This design comes from an exercise in tuning for small area on the open sky130 flow, not from production work.
Function was checked by simulation only, so behaviour that the tests miss may differ from the original.
Power and IR drop assume default switching activity.

==> design/flow/design.v <==
package ndma_pkg;
    localparam int unsigned AID_W = 4;
    typedef struct packed {
        logic [31:0]      rdata;
        logic [AID_W-1:0] rid;
        logic             err;
    } ndma_resp_t;
    function automatic logic [31:0] ndma_be_merge(
        input logic [31:0] old,
        input logic [31:0] wdata,
        input logic [3:0]  be
    );
        ndma_be_merge = old;
        for (int i = 0; i < 4; i++) begin
            if (be[i]) ndma_be_merge[8*i +: 8] = wdata[8*i +: 8];
        end
    endfunction
endpackage
module ndma_resp_fifo #(
    parameter int unsigned DEPTH = 2,
    parameter int unsigned WIDTH = 1
) (
    input  logic clk_i,
    input  logic rst_i,
    input  logic push_i,
    input  logic [WIDTH-1:0] data_i,
    input  logic pop_i,
    output logic full_o,
    output logic empty_o,
    output logic [WIDTH-1:0] head_o
);
    localparam int unsigned PW = (DEPTH > 1) ? $clog2(DEPTH) : 1;
    localparam int unsigned CW = $clog2(DEPTH + 1);
    logic [WIDTH-1:0] store_q [DEPTH];
    logic [PW-1:0] rd_q, rd_d, wr_q, wr_d;
    logic [CW-1:0] cnt_q, cnt_d;
    logic          do_push, do_pop;
    function automatic logic [PW-1:0] ptr_inc(input logic [PW-1:0] p);
        ptr_inc = (p == PW'(DEPTH - 1)) ? '0 : p + PW'(1);
    endfunction
    always_comb begin
        full_o  = (cnt_q == CW'(DEPTH));
        empty_o = (cnt_q == '0);
        do_pop  = pop_i & ~empty_o;
        do_push = push_i & (~full_o | do_pop);
        rd_d    = do_pop  ? ptr_inc(rd_q) : rd_q;
        wr_d    = do_push ? ptr_inc(wr_q) : wr_q;
        cnt_d   = cnt_q;
        case ({do_push, do_pop})
            2'b10:   cnt_d = cnt_q + CW'(1);
            2'b01:   cnt_d = cnt_q - CW'(1);
            default: cnt_d = cnt_q;
        endcase
        head_o  = store_q[rd_q];
    end
    always_ff @(posedge clk_i) begin
        if (rst_i) begin
            rd_q  <= '0;
            wr_q  <= '0;
            cnt_q <= '0;
        end else begin
            rd_q  <= rd_d;
            wr_q  <= wr_d;
            cnt_q <= cnt_d;
        end
    end
    always_ff @(posedge clk_i) begin
        if (do_push) store_q[wr_q] <= data_i;
    end
endmodule
module ndma_obi_mem_sub #(
    parameter logic [31:0] BASE_ADDR   = 32'h0000_0000,
    parameter int unsigned DEPTH       = 64,
    parameter int unsigned GNT_WAIT    = 0,
    parameter int unsigned RVALID_WAIT = 0,
    parameter int unsigned MAX_OUTST   = 2
) (
    input  logic             clk_i,
    input  logic             rst_i,
    input  logic             obi_req_i,
    output logic             obi_gnt_o,
    input  logic [31:0]      obi_addr_i,
    input  logic             obi_we_i,
    input  logic [3:0]       obi_be_i,
    input  logic [31:0]      obi_wdata_i,
    input  logic [ndma_pkg::AID_W-1:0] obi_aid_i,
    output logic             obi_rvalid_o,
    output logic [31:0]      obi_rdata_o,
    output logic [ndma_pkg::AID_W-1:0] obi_rid_o,
    output logic             obi_err_o,
    input  logic             stall_i
);
    localparam int unsigned AW = $clog2(DEPTH);
    logic [32:0]   diff;
    logic [31:0]   off;
    logic [AW-1:0] idx;
    logic          err_a, unused_off;
    always_comb begin
        diff       = {1'b0, obi_addr_i} - {1'b0, BASE_ADDR};
        off        = diff[31:0];
        idx        = off[AW+1:2];
        unused_off = ^off[1:0];
        err_a      = (|obi_addr_i[1:0]) | diff[32] | (off >= 32'(4 * DEPTH));
    end
    if (GNT_WAIT == 0 && RVALID_WAIT == 0 && MAX_OUTST >= 1) begin : g_direct
        logic          gnt, wen;
        logic          rv_q, err_q, rok_q;
        logic [ndma_pkg::AID_W-1:0] rid_q;
        logic [AW-1:0] ra_q;
        logic [31:0]   wd;
        logic [31:0]   mem_q [DEPTH];
        logic [DEPTH-1:0] rsel;
        logic [31:0]   rd;
        always_comb begin
            gnt       = ~rst_i & obi_req_i & ~stall_i;
            obi_gnt_o = gnt;
            wen       = gnt & obi_we_i & ~err_a;
            wd        = obi_wdata_i & {32{~rst_i}};
        end
        logic [DEPTH-1:0] row;
        logic [3:0]       lane;
        always_comb begin
            for (int unsigned w = 0; w < DEPTH; w++)
                row[w] = rst_i | (wen & (idx == AW'(w)));
            lane = obi_be_i | {4{rst_i}};
        end
        for (genvar w = 0; w < DEPTH; w++) begin : g_word
            for (genvar b = 0; b < 4; b++) begin : g_lane
                logic en;
                assign en = row[w] & lane[b];
                always_ff @(posedge clk_i) begin
                    if (en) mem_q[w][8*b +: 8] <= wd[8*b +: 8];
                end
            end
        end
        always_ff @(posedge clk_i) begin
            rv_q  <= gnt;
            err_q <= gnt & err_a;
            rok_q <= gnt & ~obi_we_i & ~err_a;
            rid_q <= gnt ? obi_aid_i : '0;
            ra_q  <= idx;
        end
        always_comb begin
            for (int unsigned w = 0; w < DEPTH; w++)
                rsel[w] = rok_q & ~rst_i & (ra_q == AW'(w));
            rd = '0;
            for (int unsigned w = 0; w < DEPTH; w++)
                rd = rd | (mem_q[w] & {32{rsel[w]}});
            obi_rvalid_o = rv_q & ~rst_i;
            obi_err_o    = err_q & ~rst_i;
            obi_rid_o    = rid_q & {ndma_pkg::AID_W{~rst_i}};
            obi_rdata_o  = rd;
        end
    end else begin : g_queued
        localparam int unsigned GW = $clog2(GNT_WAIT + 2);
        localparam int unsigned RW = $clog2(RVALID_WAIT + 2);
        localparam int unsigned OW = $clog2(MAX_OUTST + 1);
        logic [31:0]   mem_q [DEPTH];
        logic [GW-1:0] wait_q, wait_d;
        logic [RW-1:0] head_q, head_d;
        logic [OW-1:0] outst_q, outst_d;
        logic          accept, pop, fifo_full, fifo_empty;
        ndma_pkg::ndma_resp_t push_entry, head_entry;
        always_comb begin
            obi_gnt_o  = ~rst_i & obi_req_i & ~stall_i
                       & (wait_q == GW'(GNT_WAIT)) & (outst_q < OW'(MAX_OUTST));
            accept     = obi_gnt_o;
            push_entry.rdata = (obi_we_i | err_a) ? '0 : mem_q[idx];
            push_entry.rid   = obi_aid_i;
            push_entry.err   = err_a;
            obi_rvalid_o = ~rst_i & ~fifo_empty & (head_q == RW'(RVALID_WAIT));
            pop          = obi_rvalid_o;
            obi_rdata_o  = obi_rvalid_o ? head_entry.rdata : '0;
            obi_rid_o    = obi_rvalid_o ? head_entry.rid   : '0;
            obi_err_o    = obi_rvalid_o ? head_entry.err   : 1'b0;
            if (!obi_req_i || obi_gnt_o)        wait_d = '0;
            else if (wait_q != GW'(GNT_WAIT))   wait_d = wait_q + GW'(1);
            else                                wait_d = wait_q;
            if (pop || fifo_empty)              head_d = '0;
            else if (head_q != RW'(RVALID_WAIT)) head_d = head_q + RW'(1);
            else                                head_d = head_q;
            case ({accept, pop})
                2'b10:   outst_d = outst_q + OW'(1);
                2'b01:   outst_d = outst_q - OW'(1);
                default: outst_d = outst_q;
            endcase
        end
        always_ff @(posedge clk_i) begin
            if (rst_i) begin
                wait_q  <= '0;
                head_q  <= '0;
                outst_q <= '0;
                for (int unsigned i = 0; i < DEPTH; i++) mem_q[i] <= '0;
            end else begin
                wait_q  <= wait_d;
                head_q  <= head_d;
                outst_q <= outst_d;
                if (accept && obi_we_i && !err_a)
                    mem_q[idx] <= ndma_pkg::ndma_be_merge(mem_q[idx], obi_wdata_i, obi_be_i);
            end
        end
        ndma_resp_fifo #(
            .DEPTH (MAX_OUTST),
            .WIDTH ($bits(push_entry))
        ) u_resp_fifo (
            .clk_i   (clk_i),
            .rst_i   (rst_i),
            .push_i  (accept),
            .data_i  (push_entry),
            .pop_i   (pop),
            .full_o  (fifo_full),
            .empty_o (fifo_empty),
            .head_o  (head_entry)
        );
    end
endmodule
==> design/flow/run.sh <==
#!/bin/bash
# synth_recipe.tcl (not shown) runs the flow's synth.tcl, then flattens the netlist and writes it again
# the make line also repeats each setting of config.mk as NAME=value (left out here)
make -C /OpenROAD-flow-scripts/flow DESIGN_CONFIG=/design/flow/config.mk WORK_HOME=/design/flow/orfs CLKGATE_MAP_FILE= SYNTH_SCRIPT=/design/flow/synth_recipe.tcl finish
==> design/flow/config.mk <==
export PLATFORM = sky130hd
export DESIGN_NAME = ndma_obi_mem_sub
export DESIGN_NICKNAME = ndma_obi_mem_sub
export VERILOG_FILES = /design/flow/design.v
export SDC_FILE = /design/flow/constraint.sdc
export NUM_CORES = 4
export LEC_CHECK = 0
export CAP_MARGIN = 20
export CORE_MARGIN = 2
export CORE_UTILIZATION = 40
export SLEW_MARGIN = 20
==> design/flow/constraint.sdc <==
create_clock -name core_clock -period 5.0 [get_ports {clk_i}]
set_input_delay 1.0000 -clock core_clock [delete_from_list [all_inputs] [get_ports {clk_i}]]
set_output_delay 1.0000 -clock core_clock [all_outputs]
set_load 0.01 [all_outputs]
==> summary.txt, run 1 <==
Power per cell area: 385 nW/um^2
Gpl congestion: 0.946
Status: failed layout checks
DRC: 0
Final Hold Violating Endpoints: 0
Worst setup path end: obi_rdata_o[12]
Final Util: 50.0%
Slew HR: 20.3%
Initial drt markers: 8511
DR pass1 iterations: 8
FFs w/ async S/R, synth: 0%
Clock buffer depth: 3
Nature of the critical path startpoint: flop
Fin worst setup slack: -0.0125 ns
Endpoints failing setup: 2
Rows: 162
CP bufs+invs: 8
Ranking of synthesized cells by area: edfxtp_1 79%, a22oi_1 5.8%, o21bai_1 2.5%, and3_1 1.8%, clkbuf_1 1.0%
Static Leakage: 33.9 nW
TritonCTS clock tree: yes
EDFF count, synth: 2048
TritonCTS buffer count: 201
Initial antenna violation count: 16
Top Ports: 116
Die height: 447 um
First-pass GRT wire length: 389000 um
Starting Density: 40.2%
Worst-path maximum fanout: 8
Total GRT Usage: 28.3%
Antenna viol nets, final: 0
Area of the die: 199000 sq um
Peak VDD IR: 0.366 mV
WP data arrival: 4.01 ns
CP Capture Type: primary output
Dpl cell area: 88800 sq um
Hold crit path type: in2reg
RSZ-0062 raised after global routing: true
Pin count of the biggest net entering global routing: 78
Fraction of layout cells with a size suffix above 1: 25.6%
Sequential element share of the synthesized area: 78.9%
Total Wirelength: 288000 um
Clock-pin slew on the worst setup and hold paths: 0.07 ns
IO Port Bufs: 115
# H-tree levels: 4
Slowest CP cell: dfxtp_2
Syn Area/Cell: 17.2 sq um
Layout Check Fails: setup timing
Vias in the first global route: 48200
Crit Path Class: reg2out
DP HPWL: 192000 um
Commonest non-fill, non-tap cell in the layout: edfxtp_1
Core area: 195000 sq um
Distinct cells, synth: 60
Num Clock Sinks: 2061
Vias per cell: 6.25
Total grt overflow: 0
Top cell type's share of synthesized area: 78.5%
CP most frequent cell: buf_4
Commonest cells after routing, fill and taps aside: 2048 x edfxtp_1, 663 x buf_4, 586 x a22oi_1
Stages on worst setup path: 14
Max_cap viols: 0
Die X: 447 um
CP Cell Sequence: buf_6, buf_6, and4b_4, buf_4, buf_4, buf_4, a22o_1, a222oi_1, buf_4, nand3_2, a211oi_2, nand4_1, buf_12, clkdlybuf4s15_2
Post-layout min period: 5.01 ns
Final layout net count: 5439
Required time of the critical path: 4.00 ns
Root Driver: clkbuf_16
Post-Syn Nets: 4635
Cell family with the largest share of critical-path delay: buffers and inverters
Fin. max-slew vios: 0
CP startpoint: g_direct.ra_q[3]$_DFF_P_
Measured slew at the worst slew-check pin: 1.19 ns
Post-Synthesis Cells: 4558
Layout Cell Area excl Fill: 97300 sq um
Max frequency: 200 MHz
Routed length per instance: 35.2 um
Synthesized cell area: 78300 sq um
Via Count: 51000
Tcrit/Tclk final: 100%
Hold_sp: obi_aid_i[2]
Register bit count reported by yosys: 2061
Ys flop type: edfxtp_1
Area added between synthesis and finish: 24.3%
Warnings, synthesis: 2
Slowest stage delay, CP: 0.38 ns
Cell taking the most area after synthesis: edfxtp_1
[metrics by stage]
stage | worst slack (ns) | setup TNS, ns | power (W) | cells | hold slack (ns)
finish | -0.0125 | -0.0181 | 0.0375 | 8166 | 0.698
global route | -0.0315 | -0.104 | 0.0383 | 8160 | 0.686
CTS | -0.0761 | -0.215 | 0.0375 | 8144 | 0.660
detailed placement | -0.714 | -7.33 | 0.0228 | 7713 | 1.58
global placement | -0.673 | -7.17 | 0.0227 | 7711 | 1.57
floorplan | 1.04 | 0 | 0.0218 | 4558 | 1.03
[report_power, final]
group	switching, W	leakage [nW]	internal [W]
Clock	0.00661	3.12	0.00834
Combinational	0.00114	10.9	0.000462
Sequential	0.000388	19.8	0.0205
[cell usage after synthesis, drive strengths merged (2+ instances only)]
master	instances
a2111oi	89
a211oi	4
a21oi	46
a221o	17
a221oi	45
a222oi	15
a22o	62
a22oi	608
a2bb2oi	22
a32oi	4
and2	25
and3	230
and4	3
and4b	5
and4bb	2
buf	113
clkbuf	212
dfxtp	13
edfxtp	2048
inv	2
mux2i	64
nand2	204
nand2b	5
nand3	37
nand4	92
nand4b	5
nand4bb	3
nor2	87
nor2b	39
nor3	13
nor4	39
nor4b	5
nor4bb	5
o211ai	4
o21ai	29
o21bai	256
o22ai	33
o2bb2ai	20
or4	45
or4b	4
[metal layers]
metal	GRT usage [%]	wire length, um	up-vias
met2	42.6	128000	3799
met5	0	75	-
met4	15.9	18600	10
li1	-	-	20500
met1	38.0	107000	26000
met3	6.30	34500	702
[repair_timing]
item | 4_1_cts | 5_1_grt
hold buffers | 0 | 0
setup buffers | 54 | 9
cloned | 4 | 2
setup endpoints to repair | 32 | 30
hold endpoints to repair | 0 | 0
pin swaps | 72 | 33
gates resized for setup | 338 | 66
[logic make-up after synthesis]
group	count (synthesis)	share of synthesized area, %
mux	64	0.818
compound gates	1255	12.4
flops	2061	78.9
simple gates	851	6.12
buf+inv	327	1.86
[flip-flops by register name, summed over array words and instances, names as in the netlist]
signal / cells
g_direct.err_q: 1
g_direct.rok_q: 1
g_direct.ra_q: 6
g_direct.rv_q: 1
g_direct.mem_q: 2048
g_direct.rid_q: 4
[how the worst min path moves through the flow]
stage | end | slack (ns) | cells past startpoint
2_1_floorplan | g_direct.ra_q[0]$_DFF_P_ | 1.03 | 0
3_3_place_gp | g_direct.rid_q[0]$_SDFF_PN0_ | 1.57 | 2
3_5_place_dp | g_direct.rid_q[2]$_SDFF_PN0_ | 1.58 | 2
4_1_cts | g_direct.rid_q[2]$_SDFF_PN0_ | 0.66 | 2
5_1_grt | g_direct.rid_q[2]$_SDFF_PN0_ | 0.69 | 2
6_report | g_direct.rid_q[2]$_SDFF_PN0_ | 0.70 | 2
[area by class of cell]
class | instances | area, sq um
fill | 16000 | 97500
sequential | 2061 | 61800
multi-input combinational | 2172 | 17000
timing repair buffer | 924 | 8850
clock buffer | 246 | 5240
tap | 2624 | 3280
clock inverter | 127 | 1160
antenna | 10 | 25.0
inverter | 2 | 7.51
==> run 2, diff against run 1 <==
--- a/design/flow/design.v
+++ b/design/flow/design.v
@@ -108,3 +108,3 @@
         logic [ndma_pkg::AID_W-1:0] rid_q;
-        logic [AW-1:0] ra_q;
+        logic [31:0]   rd, rdata_q;
         logic [31:0]   wd;
@@ -112,3 +112,2 @@
         logic [DEPTH-1:0] rsel;
-        logic [31:0]   rd;
         always_comb begin
@@ -119,8 +118,8 @@
         end
-        logic [DEPTH-1:0] row;
-        logic [3:0]       lane;
+        logic [DEPTH-1:0] row_n;
+        logic [3:0]       lane_n;
         always_comb begin
             for (int unsigned w = 0; w < DEPTH; w++)
-                row[w] = rst_i | (wen & (idx == AW'(w)));
-            lane = obi_be_i | {4{rst_i}};
+                row_n[w] = ~(rst_i | (wen & (idx == AW'(w))));
+            lane_n = ~(obi_be_i | {4{rst_i}});
         end
@@ -129,3 +128,3 @@
                 logic en;
-                assign en = row[w] & lane[b];
+                ndma_nor2 u_en (.a(row_n[w]), .b(lane_n[b]), .y(en));
                 always_ff @(posedge clk_i) begin
@@ -135,15 +134,25 @@
         end
+        always_comb begin
+            for (int unsigned w = 0; w < DEPTH; w++)
+                rsel[w] = (idx == AW'(w));
+        end
+        for (genvar i = 0; i < 32; i++) begin : g_bit
+            logic [DEPTH-1:0] col;
+            for (genvar w = 0; w < DEPTH; w++) begin : g_col
+                assign col[w] = mem_q[w][i];
+            end
+            ndma_sel_or #(.N(DEPTH)) u_rd (
+                .sel (rsel),
+                .d   (col),
+                .y   (rd[i])
+            );
+        end
         always_ff @(posedge clk_i) begin
-            rv_q  <= gnt;
-            err_q <= gnt & err_a;
-            rok_q <= gnt & ~obi_we_i & ~err_a;
-            rid_q <= gnt ? obi_aid_i : '0;
-            ra_q  <= idx;
-        end
-        always_comb begin
-            for (int unsigned w = 0; w < DEPTH; w++)
-                rsel[w] = rok_q & ~rst_i & (ra_q == AW'(w));
-            rd = '0;
-            for (int unsigned w = 0; w < DEPTH; w++)
-                rd = rd | (mem_q[w] & {32{rsel[w]}});
+            rv_q    <= gnt;
+            err_q   <= gnt & err_a;
+            rok_q   <= gnt & ~obi_we_i & ~err_a;
+            rid_q   <= gnt ? obi_aid_i : '0;
+            rdata_q <= rd;
+        end
+        always_comb begin
             obi_rvalid_o = rv_q & ~rst_i;
@@ -151,3 +160,3 @@
             obi_rid_o    = rid_q & {ndma_pkg::AID_W{~rst_i}};
-            obi_rdata_o  = rd;
+            obi_rdata_o  = rdata_q & {32{rok_q & ~rst_i}};
         end
@@ -216 +225,102 @@
 endmodule
+module ndma_sel_or #(
+    parameter int unsigned N = 64
+) (
+    input  logic [N-1:0] sel,
+    input  logic [N-1:0] d,
+    output logic         y
+);
+    localparam int unsigned G = (N + 2) / 3;    
+    logic [G-1:0] g_n;                           
+    for (genvar k = 0; k < G; k++) begin : g_grp
+        if (3 * k + 2 < N) begin : g_3
+            ndma_aoi222 u_aoi (
+                .s (sel[3*k +: 3]),
+                .d (d[3*k +: 3]),
+                .y (g_n[k])
+            );
+        end else if (3 * k + 1 < N) begin : g_2
+            ndma_aoi22 u_aoi (
+                .s (sel[3*k +: 2]),
+                .d (d[3*k +: 2]),
+                .y (g_n[k])
+            );
+        end else begin : g_1
+            ndma_nand2 u_nand (.a(sel[3*k]), .b(d[3*k]), .y(g_n[k]));
+        end
+    end
+    ndma_nand_or_tree #(.N(G)) u_tree (.x_n(g_n), .y(y));
+endmodule
+module ndma_nand_or_tree #(
+    parameter int unsigned N = 22
+) (
+    input  logic [N-1:0] x_n,
+    output logic         y
+);
+    localparam int unsigned M = (N + 3) / 4;
+    logic [M-1:0] p;                             
+    for (genvar k = 0; k < M; k++) begin : g_p
+        localparam int unsigned W = (4 * k + 4 <= N) ? 4 : N - 4 * k;
+        ndma_nand #(.N(W)) u_nand (.a(x_n[4*k +: W]), .y(p[k]));
+    end
+    if (M == 1) begin : g_done
+        assign y = p[0];
+    end else begin : g_more
+        localparam int unsigned L = (M + 1) / 2;
+        logic [L-1:0] q_n;                       
+        for (genvar k = 0; k < L; k++) begin : g_q
+            if (2 * k + 1 < M) begin : g_2
+                ndma_nor2 u_nor (.a(p[2*k]), .b(p[2*k+1]), .y(q_n[k]));
+            end else begin : g_1
+                ndma_inv u_inv (.a(p[2*k]), .y(q_n[k]));
+            end
+        end
+        if (L == 1) begin : g_inv
+            ndma_inv u_inv (.a(q_n[0]), .y(y));
+        end else begin : g_rec
+            ndma_nand_or_tree #(.N(L)) u_tree (.x_n(q_n), .y(y));
+        end
+    end
+endmodule
+module ndma_aoi222 (
+    input  logic [2:0] s,
+    input  logic [2:0] d,
+    output logic       y
+);
+    assign y = ~|(s & d);
+endmodule
+module ndma_aoi22 (
+    input  logic [1:0] s,
+    input  logic [1:0] d,
+    output logic       y
+);
+    assign y = ~|(s & d);
+endmodule
+module ndma_nand2 (
+    input  logic a,
+    input  logic b,
+    output logic y
+);
+    assign y = ~(a & b);
+endmodule
+module ndma_nor2 (
+    input  logic a,
+    input  logic b,
+    output logic y
+);
+    assign y = ~(a | b);
+endmodule
+module ndma_nand #(
+    parameter int unsigned N = 4
+) (
+    input  logic [N-1:0] a,
+    output logic         y
+);
+    assign y = ~&a;
+endmodule
+module ndma_inv (
+    input  logic a,
+    output logic y
+);
+    assign y = ~a;
+endmodule
--- a/design/flow/config.mk
+++ b/design/flow/config.mk
@@ -7,5 +7,10 @@
 export LEC_CHECK = 0
-export CAP_MARGIN = 20
+export CAP_MARGIN = 0
 export CORE_MARGIN = 2
-export CORE_UTILIZATION = 40
-export SLEW_MARGIN = 20
+export CORE_UTILIZATION = 60
+export CTS_BUF_LIST = sky130_fd_sc_hd__clkbuf_8
+export CTS_CLUSTER_DIAMETER = 100
+export CTS_CLUSTER_SIZE = 16
+export PLACE_DENSITY = 0.7
+export SLEW_MARGIN = 0
+export SYNTH_HIERARCHICAL = 1
==> summary.txt, run 2 <==
Status: no timing/DRC/antenna violations
Initial drt markers: 9559
Largest regs: g_direct.mem_q: 2048 flops, g_direct.rdata_q: 32 flops, g_direct.rid_q: 4 flops
Clk Latency, worst-skew pair: 0.90 ns
Crit Path Class: in2reg
Hold_buf cts: 0
XOR/XNOR share of the synthesized area: 0%
Crit Reg-Reg Startpoint: g_direct.mem_q[57][3]$_DFFE_PP_
Root Driver: clkbuf_8
WP data arrival: 4.75 ns
Hold crit path type: reg2reg
Cell taking the most area after synthesis: edfxtp_1
Starting Density: 60.3%
Top Ports: 116
Synth Area in Simple Gates: 5.10%
DP HPWL: 135000 um
Register bit count reported by yosys: 2087
Total grt overflow: 0
Static Leakage: 26.5 nW
Vias per cell: 7.17
Routed length per instance: 34.2 um
Top-count cell post-synth: edfxtp_1
DRC: 0
Commonest non-fill, non-tap cell in the layout: edfxtp_1
Total GRT Usage: 32.5%
Required time of the critical path: 5.75 ns
Tcrit/Tclk final: 80.0%
Dpl cell area: 79900 sq um
Sequential element share of the synthesized area: 84.9%
Warnings, synthesis: 8
Antenna viol nets, final: 0
Post-CTS Setup Repair Bufs: 0
Reg with most FFs: g_direct.mem_q
Setup TNS: 0 ns
# H-tree levels: 4
Commonest cells after routing, fill and taps aside: 2048 x edfxtp_1, 672 x a222oi_1, 393 x buf_4
WHS Path Cells: 4
Nature of the critical path startpoint: input pin
Die X: 354 um
IO Port Bufs: 115
Synth Area in Compound Gates: 9.73%
Cells on worst reg2reg path: 4
Fraction of layout cells with a size suffix above 1: 15.6%
Ranking of synthesized cells by area: edfxtp_1 84%, a222oi_1 9.2%, nor2_1 2.2%, nand4_1 1.4%, dfxtp_1 1.1%
Slew HR: 3.15%
EDFF count, synth: 2048
RSZ-0062 raised after global routing: false
Final Hold Violating Endpoints: 0
Pin count of the biggest net entering global routing: 71
Initial antenna violation count: 14
Area of the die: 125000 sq um
Ys flop type: edfxtp_1
FFs w/ async S/R, synth: 0%
Power per cell area: 380 nW/um^2
Post-Route Skew: 0.0446 ns
Die height: 354 um
Endpoints failing setup: 0
Area added between synthesis and finish: 12.3%
First-pass GRT wire length: 288000 um
Synthesized cell area: 73300 sq um
Core area: 122000 sq um
Worst-path maximum fanout: 21
Final layout net count: 4352
TritonCTS buffer count: 148
Num Clock Sinks: 2087
Clock buffer depth: 3
DR pass1 iterations: 13
Post-Syn Nets: 3724
FF-to-FF setup slack: 2.90 ns
Adder-Cell Fraction of Synth Area: 0%
Measured slew at the worst slew-check pin: 1.45 ns
Clock-pin slew on the worst setup and hold paths: 0.10 ns
Rows: 128
Top post-synthesis cells by count: 2048 x edfxtp_1, 672 x a222oi_1, 421 x nor2_1, 161 x nand4_1, 65 x nand2_1
Top cell type's share of synthesized area: 83.8%
Max frequency: 250 MHz
Power, Total: 0.0313 W
Via Count: 42900
Max_cap viols: 0
Syn Area/Cell: 20.1 sq um
Hold_sp: g_direct.mem_q[63][13]$_DFFE_PP_
Final Util: 67.7%
Layout Cell Area excl Fill: 82400 sq um
Hold Path Sink: g_direct.rdata_q[13]$_DFF_P_
CP Capture Type: flop
Total Wirelength: 205000 um
Post-layout min period: 4.00 ns
TritonCTS clock tree: yes
Main combinational cell family by area after synthesis: compound AO/OA/AOI/OAI gates
Max FFs per register: 2048
Vias in the first global route: 40900
Peak VDD IR: 0.275 mV
Mux cell area share after synthesis: 0%
CTS resizes: 0
Post-Synthesis Cells: 3647
Fin. max-slew vios: 0
RR Endpoint: g_direct.rdata_q[3]$_DFF_P_
Gpl congestion: 0.953
Distinct cells, synth: 26
run 2: per-layer routing:
layer / wire length [um] / share of wire [%] / up-vias / global-route usage [%]
met5: 59 / 0.029 / - / 0.340
met4: 10000 / 4.9 / 6 / 14.4
met3: 27100 / 13 / 421 / 7.39
met2: 96000 / 47 / 3236 / 50.6
met1: 71700 / 35 / 21700 / 44.5
li1: - / - / 17600 / -
run 2: per-module statistics from Yosys, one instance, submodules excluded, a selection:
module	area [sq um]	cells	flops+latches
ndma_obi_mem_sub	63900	2367	2087
ndma_aoi222	10.0	1	0
ndma_nand2	3.75	1	0
ndma_nor2	3.75	1	0
run 2: cells by family after synthesis:
| group | after synthesis |
|---|---|
| compound gates | 737 |
| buf+inv | 39 |
| flops | 2087 |
| simple gates | 784 |
run 2: worst max-delay path by stage:
stage	from	end	slack [ns]	depth (start not counted)
final	obi_addr_i[7]	g_direct.rdata_q[3]$_DFF_P_	1.00	8
after detailed placement	obi_addr_i[7]	g_direct.rdata_q[3]$_DFF_P_	0.31	8
after floorplan	rst_i	g_direct.mem_q[0][0]$_DFFE_PP_	0.66	4
after global routing	obi_addr_i[7]	g_direct.rdata_q[3]$_DFF_P_	1.06	8
after CTS	rst_i	obi_rdata_o[31]	1.20	5
after global placement	obi_addr_i[6]	g_direct.rdata_q[3]$_DFF_P_	0.37	8
run 2: stage by stage:
step	std cells	worst slack, ns	hold slack (ns)
2_1_floorplan	3647	0.659	0.507
3_3_place_gp	5750	0.374	0.532
3_5_place_dp	5750	0.305	0.537
4_1_cts	5978	1.20	0.555
5_1_grt	5980	1.06	0.616
6_report	5985	1.00	0.573
run 2: power breakdown:
| group | internal (W) | leakage [nW] | switching (W) |
|---|---|---|---|
| registers | 0.0209 | 19.1 | 0.000486 |
| clock network | 0.00281 | 1.46 | 0.00514 |
| logic | 0.000496 | 5.93 | 0.00142 |
| total | 0.0242 | 26.5 | 0.00705 |
run 2: area by class of cell:
| class | count | area [sq um] |
|---|---|---|
| flip-flops and latches | 2087 | 62300 |
| multi-input cells | 1521 | 11300 |
| fillers | 7847 | 39200 |
| repair buffers | 517 | 4280 |
| clock inverters | 77 | 343 |
| clock buffers | 151 | 2080 |
| diodes | 7 | 17.5 |
| well taps | 1625 | 2030 |
run 2: worst max-delay path, cell delays in order:
cell	delay, ns
clkdlybuf4s50_1	0.64
nand2b_1	0.80
nor2_2	0.33
buf_4	0.33
a222oi_1	0.52
nand4_1	0.51
nor2_1	0.49
nand3_1	0.11
==> run 3, diff against run 2 <==
--- a/design/flow/config.mk
+++ b/design/flow/config.mk
@@ -7,3 +7,3 @@
 export LEC_CHECK = 0
-export CAP_MARGIN = 0
+export CAP_MARGIN = 10
 export CORE_MARGIN = 2
@@ -13,4 +13,5 @@
 export CTS_CLUSTER_SIZE = 16
+export GPL_TIMING_DRIVEN = 0
 export PLACE_DENSITY = 0.7
-export SLEW_MARGIN = 0
+export SLEW_MARGIN = 10
 export SYNTH_HIERARCHICAL = 1
==> summary.txt, run 3 <==
Ranking of synthesized cells by area: edfxtp_1 84%, a222oi_1 9.2%, nor2_1 2.2%, nand4_1 1.4%, dfxtp_1 1.1%
Cell taking the most area after synthesis: edfxtp_1
Slew HR: 17.4%
TritonCTS buffer count: 148
Worst-path maximum fanout: 18
# H-tree levels: 4
CTS resizes: 0
Power, Total: 0.0311 W
FFs w/ async S/R, synth: 0%
Max frequency: 206 MHz
Fin. max-slew vios: 0
Sequential element share of the synthesized area: 84.9%
Measured slew at the worst slew-check pin: 1.24 ns
Fin worst setup slack: 0.150 ns
DRC: 0
EDFF count, synth: 2048
Top-count cell post-synth: edfxtp_1
Max_cap viols: 0
Syn Area/Cell: 20.1 sq um
Rows: 128
DP HPWL: 136000 um
Tcrit/Tclk final: 97.0%
Power per cell area: 377 nW/um^2
Total GRT Usage: 31.7%
Root Driver: clkbuf_8
RSZ-0062 raised after global routing: false
Placed Cells incl. Taps: 5510
CP Capture Type: flop
Max FFs per register: 2048
Final layout net count: 4112
Net Switching: 0.00695 W
Post-Synthesis Cells: 3647
Nature of the critical path startpoint: input pin
Num Clock Sinks: 2087
Gate power share: 6.0%
Post-Syn Nets: 3724
Die height: 354 um
Pre-CTS WS: -0.889 ns
Die X: 354 um
Post-Route Skew: 0.0405 ns
Dpl cell area: 80100 sq um
Core area: 122000 sq um
Total grt overflow: 0
Hold_buf cts: 0
Fraction of layout cells with a size suffix above 1: 9.95%
Layout Cell Area excl Fill: 82500 sq um
Synthesized cell area: 73300 sq um
Ys flop type: edfxtp_1
Warnings, synthesis: 8
Status: no timing/DRC/antenna violations
Seq pwr share: 68.6%
Vias per cell: 7.31
Initial drt markers: 9309
Finished Layout Cells: 5721
Final Hold Violating Endpoints: 0
Crit Path Class: in2reg
Top Ports: 116
TritonCTS clock tree: yes
Routed length per instance: 35.0 um
Largest regs: g_direct.mem_q: 2048 flops, g_direct.rdata_q: 32 flops, g_direct.rid_q: 4 flops
Reg with most FFs: g_direct.mem_q
Required time of the critical path: 5.63 ns
Endpoints failing setup: 0
Vias in the first global route: 39400
Initial antenna violation count: 8
Pin count of the biggest net entering global routing: 38
Clk Latency, worst-skew pair: 0.88 ns
Total Wirelength: 200000 um
Cell Int Power: 0.0242 W
First-pass GRT wire length: 281000 um
IO Port Bufs: 114
Power share of the clock group: 25.4%
Commonest cells after routing, fill and taps aside: 2048 x edfxtp_1, 672 x a222oi_1, 353 x nor2_1
Area of the die: 125000 sq um
Hold crit path type: reg2reg
Clock-pin slew on the worst setup and hold paths: 0.10 ns
Static Leakage: 25.6 nW
DR pass1 iterations: 14
Starting Density: 60.3%
Top post-synthesis cells by count: 2048 x edfxtp_1, 672 x a222oi_1, 421 x nor2_1, 161 x nand4_1, 65 x nand2_1
Distinct cells, synth: 26
Post-layout min period: 4.85 ns
Peak VDD IR: 0.239 mV
Post-CTS Setup Repair Bufs: 0
Antenna viol nets, final: 0
WP data arrival: 5.48 ns
Area added between synthesis and finish: 12.4%
Clock buffer depth: 3
Switch share: 22.3%
Register bit count reported by yosys: 2087
Commonest non-fill, non-tap cell in the layout: edfxtp_1
Top cell type's share of synthesized area: 83.8%
Via Count: 41800
Gpl congestion: 0.892
==> run 3: power groups by stage <==
stage	registers, W	logic (W)	clock network, W
6_report	0.0213	0.00187	0.00791
2_1_floorplan	0.0216	0.000791	0
3_5_place_dp	0.0217	0.00183	0
3_3_place_gp	0.0217	0.00160	0
5_1_grt	0.0215	0.00193	0.00857
4_1_cts	0.0213	0.00183	0.00797
==> run 3: through the flow <==
stage,utilization [%],hold WS (ns),setup TNS [ns]
floorplan,-,0.507,0
global placement,63.0,0.533,-9083.50
detailed placement,65.9,0.561,-103.26
CTS,67.8,0.580,0
global route,67.8,0.614,0
finish,67.8,0.576,0
==> run 3: worst paths after layout <==
kind	from	end	slack, ns	cells past startpoint
setup reg to reg	g_direct.mem_q[45][31]$_DFFE_PP_	g_direct.rdata_q[31]$_DFF_P_	2.56	4
hold / removal	g_direct.mem_q[63][10]$_DFFE_PP_	g_direct.rdata_q[10]$_DFF_P_	0.58	4
setup / recovery	obi_addr_i[7]	g_direct.rdata_q[30]$_DFF_P_	0.15	10
hold reg to reg	g_direct.mem_q[63][10]$_DFFE_PP_	g_direct.rdata_q[10]$_DFF_P_	0.58	4
==> run 3: cell families after synthesis <==
group | Yosys count | synth area share [%]
AOI/OAI and AO/OA | 737 | 9.73
and+or+nand+nor | 784 | 5.10
DFF | 2087 | 84.9
buffers and inverters | 39 | 0.261
==> run 3: per-layer routing <==
| layer | global-route usage (%) | routed length [um] | vias up |
|---|---|---|---|
| met4 | 12.8 | 9030 | 6 |
| met3 | 6.60 | 26500 | 393 |
| met1 | 45.1 | 71100 | 21100 |
| met5 | 0 | 34 | - |
| li1 | - | - | 17100 |
| met2 | 48.9 | 93800 | 3189 |
==> run 3: worst max-delay path: stages <==
cell             delay, ns
clkdlybuf4s50_1       0.73
or2_2                 0.19
clkbuf_1              0.60
clkbuf_2              0.59
nor2_4                0.24
buf_16                0.25
a222oi_1              0.54
nand4_1               0.51
nor2_1                0.51
nand3_1               0.31
==> run 3: final cells by class <==
type / instances / area [sq um]
Timing Repair Buffer: 238 / 3950
Buffer: 39 / 196
Clock inverter: 54 / 253
Clock buffer: 153 / 2110
Multi-Input combinational cell: 1521 / 11600
Sequential cell: 2087 / 62300
Tap cell: 1625 / 2030
Fill cell: 7579 / 39100
Antenna cell: 4 / 10.0
==> run 3: per-module statistics from Yosys (local to each module, per instance), a selection <==
module            times used  flops+latches  cell area, sq um  cells inside
ndma_obi_mem_sub           1           2087             63900          2367
ndma_aoi222              672              0              10.0             1
ndma_nand2                32              0              3.75             1
ndma_nor2                352              0              3.75             1
==> run 4, diff against run 3 <==
==> design/flow/flow/run.sh (new file) <==
#!/bin/bash
# Standard ORFS layout (the standard.sh, standard synthesis unchanged) with
# three layout settings added to the config:
#   - port buffers are buf_1 instead of the default delay-cell buffer,
#   - clock tree synthesis without dummy loads,
#   - power recovery (downsizing of cells with positive slack) after global routing.
set -euo pipefail
cat >> config.mk <<'EOF'
export BUFFER_PORTS_ARGS = -buffer_cell sky130_fd_sc_hd__buf_1
export CTS_ARGS = -sink_clustering_enable -repair_clock_nets -dont_use_dummy_load -buf_list sky130_fd_sc_hd__clkbuf_8 -sink_clustering_size 16 -sink_clustering_max_diameter 100
export RECOVER_POWER = 100
EOF
bash standard.sh > standard.log 2>&1
==> design/flow/standard.sh (new file) <==
#!/bin/bash
# synth_recipe.tcl (not shown) runs the flow's synth.tcl, then flattens the netlist and writes it again
# the make line also repeats each setting of config.mk as NAME=value (left out here)
make -C /OpenROAD-flow-scripts/flow DESIGN_CONFIG=/design/flow/config.mk WORK_HOME=/design/flow/orfs CLKGATE_MAP_FILE= SYNTH_SCRIPT=/design/flow/synth_recipe.tcl "${@:-finish}"
--- a/design/flow/config.mk
+++ b/design/flow/config.mk
@@ -7,3 +7,3 @@
 export LEC_CHECK = 0
-export CAP_MARGIN = 10
+export CAP_MARGIN = 0
 export CORE_MARGIN = 2
@@ -15,3 +15,6 @@
 export PLACE_DENSITY = 0.7
-export SLEW_MARGIN = 10
+export SLEW_MARGIN = 0
 export SYNTH_HIERARCHICAL = 1
+export BUFFER_PORTS_ARGS = -buffer_cell sky130_fd_sc_hd__buf_1
+export CTS_ARGS = -sink_clustering_enable -repair_clock_nets -dont_use_dummy_load -buf_list sky130_fd_sc_hd__clkbuf_8 -sink_clustering_size 16 -sink_clustering_max_diameter 100
+export RECOVER_POWER = 100
removed: design/flow/run.sh
==> summary.txt, run 4 <==
Endpoints failing setup: 0
Crit Path Class: in2reg
Layout Cell Area excl Fill: 79600 sq um
IO Port Bufs: 114
Die height: 354 um
Tcrit/Tclk final: 95.6%
Static Leakage: 24.3 nW
RSZ-0062 raised after global routing: false
Total GRT Usage: 31.7%
Routed length per instance: 35.5 um
Final Util: 65.5%
Area added between synthesis and finish: 8.50%
Dpl cell area: 78100 sq um
CTS resizes: 0
Top post-synthesis cells by count: 2048 x edfxtp_1, 672 x a222oi_1, 421 x nor2_1, 161 x nand4_1, 65 x nand2_1
Pin count of the biggest net entering global routing: 41
Crit Reg-Reg Startpoint: g_direct.mem_q[45][24]$_DFFE_PP_
TritonCTS buffer count: 148
CP Cell Sequence: clkbuf_1, clkbuf_1, nor2b_1, clkbuf_1
Finished Layout Cells: 5614
Post-Syn Nets: 3724
WHS Path Cells: 2
Cell family with the largest share of critical-path delay: buffers and inverters
CP bufs+invs: 3
Hold_buf cts: 0
Min Hold Slack: 0.309 ns
Synthesized cell area: 73300 sq um
DP HPWL: 131000 um
Max FFs per register: 2048
Sequential element share of the synthesized area: 84.9%
Stages on worst setup path: 4
Measured slew at the worst slew-check pin: 3.00 ns
Fin worst setup slack: 0.218 ns
CP most frequent cell: clkbuf_1
Die X: 354 um
Peak VDD IR: 0.310 mV
Num Clock Sinks: 2087
Warnings, synthesis: 8
Initial antenna violation count: 13
Largest regs: g_direct.mem_q: 2048 flops, g_direct.rdata_q: 32 flops, g_direct.rid_q: 4 flops
Post-Synthesis Cells: 3647
Hold crit path type: in2reg
Clk Latency, worst-skew pair: 0.90 ns
Status: failed layout checks
Gpl congestion: 0.918
Cell taking the most area after synthesis: edfxtp_1
Layout Check Fails: capacitance limit, slew limit
Commonest non-fill, non-tap cell in the layout: edfxtp_1
# H-tree levels: 4
Max frequency: 209 MHz
Clock-pin slew on the worst setup and hold paths: 0.10 ns
Area of the die: 125000 sq um
Distinct cells, synth: 26
FFs w/ async S/R, synth: 0%
Ranking of synthesized cells by area: edfxtp_1 84%, a222oi_1 9.2%, nor2_1 2.2%, nand4_1 1.4%, dfxtp_1 1.1%
DRC: 0
DR pass1 iterations: 13
Core area: 122000 sq um
First-pass GRT wire length: 280000 um
Nature of the critical path startpoint: input pin
Fraction of layout cells with a size suffix above 1: 7.11%
Final Hold Violating Endpoints: 0
Total grt overflow: 0
Vias in the first global route: 39100
Power per cell area: 385 nW/um^2
Placed Cells incl. Taps: 5458
Root Driver: clkbuf_8
Hold_sp: obi_aid_i[3]
Post-layout min period: 4.78 ns
Worst-path maximum fanout: 36
FF-to-FF setup slack: 2.53 ns
Slowest stage delay, CP: 1.84 ns
Total Wirelength: 199000 um
Starting Density: 60.3%
Clock buffer depth: 3
Reg with most FFs: g_direct.mem_q
EDFF count, synth: 2048
Hold Path Sink: g_direct.rid_q[3]$_SDFF_PN0_
Slew HR: -100%
Top Ports: 116
Pre-CTS WS: -0.269 ns
Initial drt markers: 8957
Syn Area/Cell: 20.1 sq um
Post-CTS Setup Repair Bufs: 0
Top cell type's share of synthesized area: 83.8%
Via Count: 41400
WP data arrival: 5.20 ns
Ys flop type: edfxtp_1
RR Endpoint: g_direct.rdata_q[24]$_DFF_P_
CP Capture Type: flop
Rows: 128
Cells on worst reg2reg path: 4
Vias per cell: 7.38
Slowest CP cell: nor2b_1
Top-count cell post-synth: edfxtp_1
Antenna viol nets, final: 0
Final layout net count: 4060
TritonCTS clock tree: yes
Max_cap viols: 55
Commonest cells after routing, fill and taps aside: 2048 x edfxtp_1, 672 x a222oi_1, 361 x nor2_1
Post-Route Skew: 0.0737 ns
Register bit count reported by yosys: 2087
Required time of the critical path: 5.42 ns
Fin. max-slew vios: 1650
## run 4: final cells by class
type	count	area [sq um]
multi-input cells	1521	11300
clock buffers	148	2040
repair buffers	186	1740
diodes	8	20.0
fillers	7987	42000
well taps	1625	2030
plain buffers	39	191
flip-flops and latches	2087	62300
## run 4: metrics by stage
step           power [W]   TNS, ns
6_report          0.0306         0
2_1_floorplan     0.0224         0
5_1_grt           0.0315         0
4_1_cts           0.0307         0
3_5_place_dp      0.0234     -3.81
3_3_place_gp      0.0233  -9255.62
## run 4: how the worst max path moves through the flow
stage | from | end | slack (ns)
floorplan | rst_i | g_direct.mem_q[0][0]$_DFFE_PP_ | 0.66
global placement | rst_i | g_direct.mem_q[25][14]$_DFFE_PP_ | -3.04
detailed placement | obi_addr_i[6] | g_direct.rdata_q[18]$_DFF_P_ | -0.27
CTS | obi_addr_i[6] | g_direct.rdata_q[18]$_DFF_P_ | 0.66
global route | rst_i | g_direct.mem_q[3][24]$_DFFE_PP_ | 0.20
finish | rst_i | g_direct.mem_q[42][17]$_DFFE_PP_ | 0.22
## run 4: logic make-up (layout without fill, tap and decap cells)
logic type             after synthesis  after routing  share of synthesized area, %
other                                0              8                             0
buffers and inverters               39            373                         0.261
and+or+nand+nor                    784            784                          5.10
DFF                               2087           2087                          84.9
AOI/OAI and AO/OA                  737            737                          9.73
## run 4: per-module statistics from Yosys (local to each module, per instance), a selection
module            flip-flops and latches  area [sq um]  copies in the design  cells
ndma_aoi222                            0          10.0                   672      1
ndma_nand2                             0          3.75                    32      1
ndma_nor2                              0          3.75                   352      1
ndma_obi_mem_sub                    2087         63900                     1   2367
## run 4: where the power goes
part	internal [W]	switching [W]	total, W	leakage, nW
Sequential	0.0209	0.000400	0.0213	19.1
Clock	0.00266	0.00489	0.00755	1.06
Combinational	0.000292	0.00143	0.00172	4.11
Total	0.0239	0.00672	0.0306	24.3
## run 4: routing by layer
layer | GRT usage (%) | vias up | share of wire (%)
li1 | - | 16900 | -
met4 | 12.1 | 6 | 4.6
met5 | 0 | - | 0.017
met1 | 44.9 | 20800 | 35
met2 | 49.0 | 3235 | 47
met3 | 7.14 | 431 | 14
==> run 5, diff against run 4 <==
==> design/flow/flow/run.sh (replaced) <==
#!/bin/bash
# Standard ORFS layout (the standard.sh, standard synthesis unchanged) with
# two layout settings added to the config:
#   - port buffers are buf_1 instead of the default delay-cell buffer,
#   - clock tree synthesis without dummy loads.
# Each tool's output stays in the ORFS logs under orfs/logs; make's output goes
# to standard.log.
set -euo pipefail
cat >> config.mk <<'EOF'
export BUFFER_PORTS_ARGS = -buffer_cell sky130_fd_sc_hd__buf_1
export CTS_ARGS = -sink_clustering_enable -repair_clock_nets -dont_use_dummy_load -buf_list sky130_fd_sc_hd__clkbuf_8 -sink_clustering_size 16 -sink_clustering_max_diameter 100
EOF
bash standard.sh > standard.log 2>&1
--- a/design/flow/config.mk
+++ b/design/flow/config.mk
@@ -7,3 +7,3 @@
 export LEC_CHECK = 0
-export CAP_MARGIN = 0
+export CAP_MARGIN = 10
 export CORE_MARGIN = 2
@@ -15,3 +15,3 @@
 export PLACE_DENSITY = 0.7
-export SLEW_MARGIN = 0
+export SLEW_MARGIN = 10
 export SYNTH_HIERARCHICAL = 1
@@ -19,2 +19 @@
 export CTS_ARGS = -sink_clustering_enable -repair_clock_nets -dont_use_dummy_load -buf_list sky130_fd_sc_hd__clkbuf_8 -sink_clustering_size 16 -sink_clustering_max_diameter 100
-export RECOVER_POWER = 100
==> summary.txt, run 5 <==
Cell taking the most area after synthesis: edfxtp_1
Required time of the critical path: 5.72 ns
Ranking of synthesized cells by area: edfxtp_1 84%, a222oi_1 9.2%, nor2_1 2.2%, nand4_1 1.4%, dfxtp_1 1.1%
Endpoints failing setup: 0
Total Wirelength: 200000 um
Status: no timing/DRC/antenna violations
Final Hold Violating Endpoints: 0
Post-Route Skew: 0.0682 ns
Top-count cell post-synth: edfxtp_1
Post-Synthesis Cells: 3647
TritonCTS buffer count: 148
Warnings, synthesis: 8
Initial drt markers: 9088
Max FFs per register: 2048
Tcrit/Tclk final: 90.5%
Pin count of the biggest net entering global routing: 40
CTS resizes: 0
Clock buffer depth: 3
Hold crit path type: in2reg
Final layout net count: 4114
Crit Path Class: in2reg
Initial antenna violation count: 13
Min Hold Slack: 0.294 ns
TritonCTS clock tree: yes
DRC: 0
Clock-pin slew on the worst setup and hold paths: 0.10 ns
Top post-synthesis cells by count: 2048 x edfxtp_1, 672 x a222oi_1, 421 x nor2_1, 161 x nand4_1, 65 x nand2_1
Cells on worst reg2reg path: 4
Die X: 354 um
Layout Cell Area excl Fill: 81400 sq um
Syn Area/Cell: 20.1 sq um
Nature of the critical path startpoint: input pin
RSZ-0062 raised after global routing: false
First-pass GRT wire length: 280000 um
Vias in the first global route: 39200
Post-layout min period: 4.52 ns
WHS Path Cells: 2
Antenna viol nets, final: 0
Static Leakage: 25.0 nW
Worst-path maximum fanout: 18
Fin. max-slew vios: 0
Reg with most FFs: g_direct.mem_q
Starting Density: 60.3%
Gpl congestion: 0.918
Clk Latency, worst-skew pair: 0.91 ns
Root Driver: clkbuf_8
Distinct cells, synth: 26
Area added between synthesis and finish: 11.0%
Rows: 128
Ys flop type: edfxtp_1
CP Capture Type: flop
Sequential element share of the synthesized area: 84.9%
# H-tree levels: 4
Post-CTS Setup Repair Bufs: 0
Fraction of layout cells with a size suffix above 1: 9.69%
Top cell type's share of synthesized area: 83.8%
Max frequency: 221 MHz
Dpl cell area: 79400 sq um
Total GRT Usage: 31.8%
IO Port Bufs: 114
Commonest non-fill, non-tap cell in the layout: edfxtp_1
Top Ports: 116
Core area: 122000 sq um
Hold_buf cts: 0
Via Count: 41400
FFs w/ async S/R, synth: 0%
Post-Syn Nets: 3724
WP data arrival: 5.25 ns
Power per cell area: 377 nW/um^2
Synthesized cell area: 73300 sq um
Die height: 354 um
Finished Layout Cells: 5670
Largest regs: g_direct.mem_q: 2048 flops, g_direct.rdata_q: 32 flops, g_direct.rid_q: 4 flops
DR pass1 iterations: 9
Measured slew at the worst slew-check pin: 1.27 ns
Routed length per instance: 35.2 um
Vias per cell: 7.31
Area of the die: 125000 sq um
Max_cap viols: 0
Placed Cells incl. Taps: 5512
DP HPWL: 135000 um
Total grt overflow: 0
Peak VDD IR: 0.308 mV
Register bit count reported by yosys: 2087
Slew HR: 15.7%
Setup TNS: 0 ns
EDFF count, synth: 2048
Commonest cells after routing, fill and taps aside: 2048 x edfxtp_1, 672 x a222oi_1, 353 x nor2_1
Num Clock Sinks: 2087
-- run 5: cell counts after synthesis --
No cell type changed its count.
-- run 5: final cells by class --
cell class                 instances  area [sq um]
clock buffer                     148          2040
buffer                            39           194
fill                            7709         40100
sequential                      2087         62300
antenna                           10          25.0
tap                             1625          2030
multi-input combinational       1521         11600
timing repair buffer             240          3250
-- run 5: per-stage QoR --
step	utilization [%]	setup WS, ns	total power (W)
2_1_floorplan	-	0.659	0.0224
3_3_place_gp	62.4	-3.04	0.0233
3_5_place_dp	65.3	-0.298	0.0235
5_1_grt	67.0	0.447	0.0316
6_report	67.0	0.477	0.0307
4_1_cts	67.0	0.683	0.0307
-- run 5: layer usage --
layer	share of wire [%]	vias up	global-route usage, %	routed length [um]
met2	47	3191	49.0	93800
met1	35	20800	44.6	69100
met3	14	364	7.60	27900
met4	4.4	4	12.7	8790
met5	0.011	-	0	22
li1	-	17000	-	-
-- run 5: modules after synthesis (local to each module, per instance), excerpt --
module / cells / cell area (sq um) / flip-flops and latches
ndma_obi_mem_sub: 2367 / 63900 / 2087
ndma_nor2: 1 / 3.75 / 0
ndma_aoi222: 1 / 10.0 / 0
ndma_nand2: 1 / 3.75 / 0
-- run 5: cell families (layout without fill, tap and decap cells) --
kind of cell | Yosys count | count (layout) | synth area share, %
other cells | 0 | 10 | 0
buf+inv | 39 | 427 | 0.261
simple gates | 784 | 784 | 5.10
compound gates | 737 | 737 | 9.73
flops | 2087 | 2087 | 84.9
-- run 5: worst paths after layout --
check | startpoint | to | slack [ns]
worst min-delay path | obi_aid_i[2] | g_direct.rid_q[2]$_SDFF_PN0_ | 0.29
worst max-delay path | obi_addr_i[7] | g_direct.rdata_q[25]$_DFF_P_ | 0.48
worst min register to register | g_direct.mem_q[63][10]$_DFFE_PP_ | g_direct.rdata_q[10]$_DFF_P_ | 0.57
worst max register to register | g_direct.mem_q[45][24]$_DFFE_PP_ | g_direct.rdata_q[24]$_DFF_P_ | 2.62
-- run 5: worst max-delay path: stages --
cell and delay, ns:
buf_1 0.18, or2_2 0.15, clkbuf_1 0.67, clkbuf_1 0.94
nor2_4 0.34, buf_16 0.27, a222oi_1 0.51, nand4_1 0.43
nor2_1 0.52, nand3_1 0.22
-- run 5: power breakdown --
part	internal, W	leakage (nW)	switching [W]
logic	0.000372	4.86	0.00145
registers	0.0209	19.1	0.000399
clock network	0.00266	1.06	0.00489
total	0.0240	25.0	0.00674
==> run 6, diff against run 5 <==
--- a/design/flow/design.v
+++ b/design/flow/design.v
@@ -104,3 +104,3 @@
     end
-    if (GNT_WAIT == 0 && RVALID_WAIT == 0 && MAX_OUTST >= 1) begin : g_direct
+    if (GNT_WAIT == 0 && RVALID_WAIT == 0 && MAX_OUTST >= 2) begin : g_direct
         logic          gnt, wen;
@@ -109,5 +109,3 @@
         logic [31:0]   rd, rdata_q;
-        logic [31:0]   wd;
         logic [31:0]   mem_q [DEPTH];
-        logic [DEPTH-1:0] rsel;
         always_comb begin
@@ -116,3 +114,10 @@
             wen       = gnt & obi_we_i & ~err_a;
-            wd        = obi_wdata_i & {32{~rst_i}};
+        end
+        localparam int unsigned WG = 16;
+        localparam int unsigned NG = (DEPTH + WG - 1) / WG;
+        logic [31:0] wd [NG];
+        for (genvar g = 0; g < NG; g++) begin : g_wd
+            for (genvar i = 0; i < 32; i++) begin : g_bit
+                ndma_and2 u_wd (.a(obi_wdata_i[i]), .b(~rst_i), .y(wd[g][i]));
+            end
         end
@@ -130,3 +135,3 @@
                 always_ff @(posedge clk_i) begin
-                    if (en) mem_q[w][8*b +: 8] <= wd[8*b +: 8];
+                    if (en) mem_q[w][8*b +: 8] <= wd[w / WG][8*b +: 8];
                 end
@@ -134,5 +139,21 @@
         end
+        localparam int unsigned LW = AW / 2;
+        localparam int unsigned HW = AW - LW;
+        logic [(1 << HW)-1:0] hi_n;
+        logic [(1 << LW)-1:0] lo_n;
+        logic [DEPTH-1:0]     rsel [4];
         always_comb begin
-            for (int unsigned w = 0; w < DEPTH; w++)
-                rsel[w] = (idx == AW'(w));
+            for (int unsigned j = 0; j < (1 << HW); j++)
+                hi_n[j] = ~(idx[AW-1:LW] == HW'(j));
+            for (int unsigned k = 0; k < (1 << LW); k++)
+                lo_n[k] = ~(idx[LW-1:0] == LW'(k));
+        end
+        for (genvar b = 0; b < 4; b++) begin : g_rlane
+            for (genvar w = 0; w < DEPTH; w++) begin : g_word
+                ndma_nor2 u_rs (
+                    .a (hi_n[w >> LW]),
+                    .b (lo_n[w & ((1 << LW) - 1)]),
+                    .y (rsel[b][w])
+                );
+            end
         end
@@ -144,3 +165,3 @@
             ndma_sel_or #(.N(DEPTH)) u_rd (
-                .sel (rsel),
+                .sel (rsel[i / 8]),
                 .d   (col),
@@ -305,2 +326,9 @@
 endmodule
+module ndma_and2 (
+    input  logic a,
+    input  logic b,
+    output logic y
+);
+    assign y = a & b;
+endmodule
 module ndma_nor2 (
==> summary.txt, run 6 <==
Hold_buf cts: 0
Fin. max-slew vios: 10
Worst-path maximum fanout: 10
Top Ports: 116
Met1 usage: 43.2%
Static Leakage: 24.8 nW
Top post-synthesis cells by count: 2048 x edfxtp_1, 672 x a222oi_1, 631 x nor2_1, 164 x and2_1, 161 x nand4_1
Commonest cells after routing, fill and taps aside: 2048 x edfxtp_1, 672 x a222oi_1, 627 x nor2_1
Final Hold Violating Endpoints: 0
GR Util met3: 9.10%
Total grt overflow: 0
Net Switching: 0.00677 W
Storage cell area: 62300 sq um
Post-CTS Setup Repair Bufs: 0
Cell taking the most area after synthesis: edfxtp_1
# H-tree levels: 4
Slew HR: -5.31%
Vias per cell: 7.33
Finished Layout Cells: 5933
Distinct cells, synth: 34
Commonest non-fill, non-tap cell in the layout: edfxtp_1
Max_cap viols: 2
TritonCTS buffer count: 148
Synthesized cell area: 74700 sq um
Max FFs per register: 2048
Cell Int Power: 0.0239 W
Pin count of the biggest net entering global routing: 66
Fraction of layout cells with a size suffix above 1: 6.80%
Register bit count reported by yosys: 2087
Peak VDD IR: 0.302 mV
Nature of the critical path startpoint: input pin
Ys flop type: edfxtp_1
Slowest CP cell: clkbuf_1
Hold crit path type: in2reg
IO Port Bufs: 110
Status: failed layout checks
Fin worst setup slack: 0.0465 ns
Area of the die: 127000 sq um
Final Util: 65.2%
Top-count cell post-synth: edfxtp_1
Post-Route Skew: 0.0791 ns
Antenna viol nets, final: 0
Gpl congestion: 0.880
Filler cell count: 8350
Root Driver: clkbuf_8
DR pass1 iterations: 12
Min Hold Slack: 0.283 ns
Die X: 357 um
Final layout net count: 4356
Tcrit/Tclk final: 99.1%
TritonCTS clock tree: yes
DP HPWL: 140000 um
CTS resizes: 0
RSZ-0062 raised after global routing: false
Reg with most FFs: g_direct.mem_q
Starting Density: 60.4%
Measured slew at the worst slew-check pin: 1.58 ns
Vias in the first global route: 41100
Clock-pin slew on the worst setup and hold paths: 0.09 ns
Total Wirelength: 208000 um
Slowest stage delay, CP: 1.07 ns
Endpoints failing setup: 0
Initial drt markers: 8793
GR met2 Demand/Resource: 48.9%
EDFF count, synth: 2048
Pre-CTS WS: -0.368 ns
Clk Latency, worst-skew pair: 0.88 ns
Max frequency: 202 MHz
Most Crowded Layer GR: met2
Crit Path Class: in2out
CP most frequent cell: buf_1
Via Count: 43500
Num Clock Sinks: 2087
Clock buffer depth: 3
First-pass GRT wire length: 287000 um
WP data arrival: 3.95 ns
CP Capture Type: primary output
Warnings, synthesis: 11
Syn Area/Cell: 18.9 sq um
Rows: 129
Post-layout min period: 4.95 ns
Largest regs: g_direct.mem_q: 2048 flops, g_direct.rdata_q: 32 flops, g_direct.rid_q: 4 flops
Required time of the critical path: 4.00 ns
Routed length per instance: 35.1 um
FFs w/ async S/R, synth: 0%
Die height: 357 um
Area added between synthesis and finish: 7.89%
Gate power share: 5.9%
CP Cell Sequence: buf_1, nor2b_1, clkbuf_1, and2_1, buf_1
Top cell type's share of synthesized area: 82.4%
Power share of the clock group: 24.6%
Area of the multi-input gates: 12500 sq um
Core area: 124000 sq um
DRC: 0
Ranking of synthesized cells by area: edfxtp_1 82%, a222oi_1 9.0%, nor2_1 3.2%, and2_1 1.4%, nand4_1 1.3%
Power, Total: 0.0307 W
Seq pwr share: 69.5%
Post-Syn Nets: 4025
Sequential element share of the synthesized area: 83.4%
Placed Cells incl. Taps: 5765
Switch share: 22.1%
Power per cell area: 381 nW/um^2
Total GRT Usage: 32.3%
Initial antenna violation count: 17
Layout Check Fails: capacitance limit, slew limit
Post-Synthesis Cells: 3948
==> run 6: changes by cell type after synthesis, moves of 9 or more <==
| cell | before | now |
|---|---|---|
| nor2b_1 | 39 | 7 |
| clkbuf_1 | 33 | 17 |
| nor2_1 | 421 | 631 |
| inv_1 | 0 | 9 |
| a31oi_1 | 64 | 1 |
| a21oi_1 | 0 | 60 |
| and2_1 | 36 | 164 |
==> run 6: final timing paths <==
path,from,end,depth (start not counted),slack [ns]
worst min-delay path,obi_aid_i[3],g_direct.rid_q[3]$_SDFF_PN0_,2,0.28
worst max-delay path,rst_i,obi_rdata_o[17],5,0.05
worst max register to register,g_direct.mem_q[36][31]$_DFFE_PP_,g_direct.rdata_q[31]$_DFF_P_,4,3.08
worst min register to register,g_direct.mem_q[63][7]$_DFFE_PP_,g_direct.rdata_q[7]$_DFF_P_,4,0.52
==> run 6: kinds of logic after synthesis <==
kind of cell           Yosys count  share of synthesized area [%]
AO/OA/AOI/OAI                  737                           9.46
buffers and inverters           30                          0.176
flip-flops                    2087                           83.4
AND/OR/NAND/NOR               1094                           6.95
==> run 6: modules after synthesis (local to each module, per instance), excerpt <==
module | times used | area (sq um) | flip-flops and latches | cells inside
ndma_obi_mem_sub | 1 | 63500 | 2087 | 2284
ndma_aoi222 | 672 | 10.0 | 0 | 1
ndma_nor2 | 608 | 3.75 | 0 | 1
ndma_nand2 | 32 | 3.75 | 0 | 1
ndma_and2 | 128 | 6.26 | 0 | 1
==> run 6: final cells by class <==
cell class / instances / share of cell area, %
flip-flops and latches: 2087 / 77.3
clock buffers: 148 / 2.53
inverters: 9 / 0.0482
well taps: 1637 / 2.54
plain buffers: 21 / 0.121
diodes: 19 / 0.0590
repair buffers: 181 / 1.88
multi-input cells: 1831 / 15.5
==> run 6: power groups by stage <==
stage | clock network [W] | logic (W) | registers, W
final | 0.00755 | 0.00181 | 0.0213
after global routing | 0.00823 | 0.00186 | 0.0215
after floorplan | 0 | 0.000843 | 0.0216
after global placement | 0 | 0.00163 | 0.0217
after CTS | 0.00762 | 0.00176 | 0.0213
after detailed placement | 0 | 0.00176 | 0.0217
==> run 6: layer usage <==
layer / wire [um] / vias up
li1: - / 17800
met1: 71900 / 22000
met2: 95500 / 3155
met3: 28500 / 512
met4: 11800 / 23
met5: 240 / -
==> run 6: worst max-delay path: cells and delay by family <==
| kind | cells | cell delay (ns) |
|---|---|---|
| buffers and inverters | 3 | 1.56 |
| AND/OR/NAND/NOR | 2 | 1.37 |
==> run 6: stage by stage <==
step | area [sq um] | setup TNS [ns]
after CTS | 80500 | 0
after global placement | 77100 | -4086.85
after detailed placement | 78400 | -25.33
final | 80600 | 0
after global routing | 80500 | 0
after floorplan | 74700 | 0

-- re-timing with driven ports --
Ports are ideal in the flow. The routed layouts listed here were re-timed in OpenROAD. Step 1 assumes that a clkbuf_16 drives the clock port and a buf_2 every other input. Step 2 also shifts input and output timing later by t, the mid clock arrival at the registers, as if the neighbouring blocks saw the same clock. Slacks: ideal / step 1 / step 2; pairs: ideal / step 1.
run | shift t [ns] | setup WS [ns] | slew at the worst register clock pin (ns)
run 1 | 0.958 | -0.012 / -0.111 / 0.062 | 0.07 / 0.07
run 2 | 0.960 | 1.002 / 1.059 / 0.099 | 0.11 / 0.11
run 3 | 0.928 | 0.150 / 0.186 / -0.742 | 0.11 / 0.11
run 4 | 0.945 | 0.218 / 0.152 / -0.793 | 0.11 / 0.11
run 5 | 0.956 | 0.477 / 0.408 / -0.548 | 0.11 / 0.11
run 6 | 0.926 | 0.046 / 0.027 / -0.624 | 0.11 / 0.11
For run 5, which loses most, drivers alone change the setup slack by -0.069 ns; drivers and shift together by -1.025 ns.
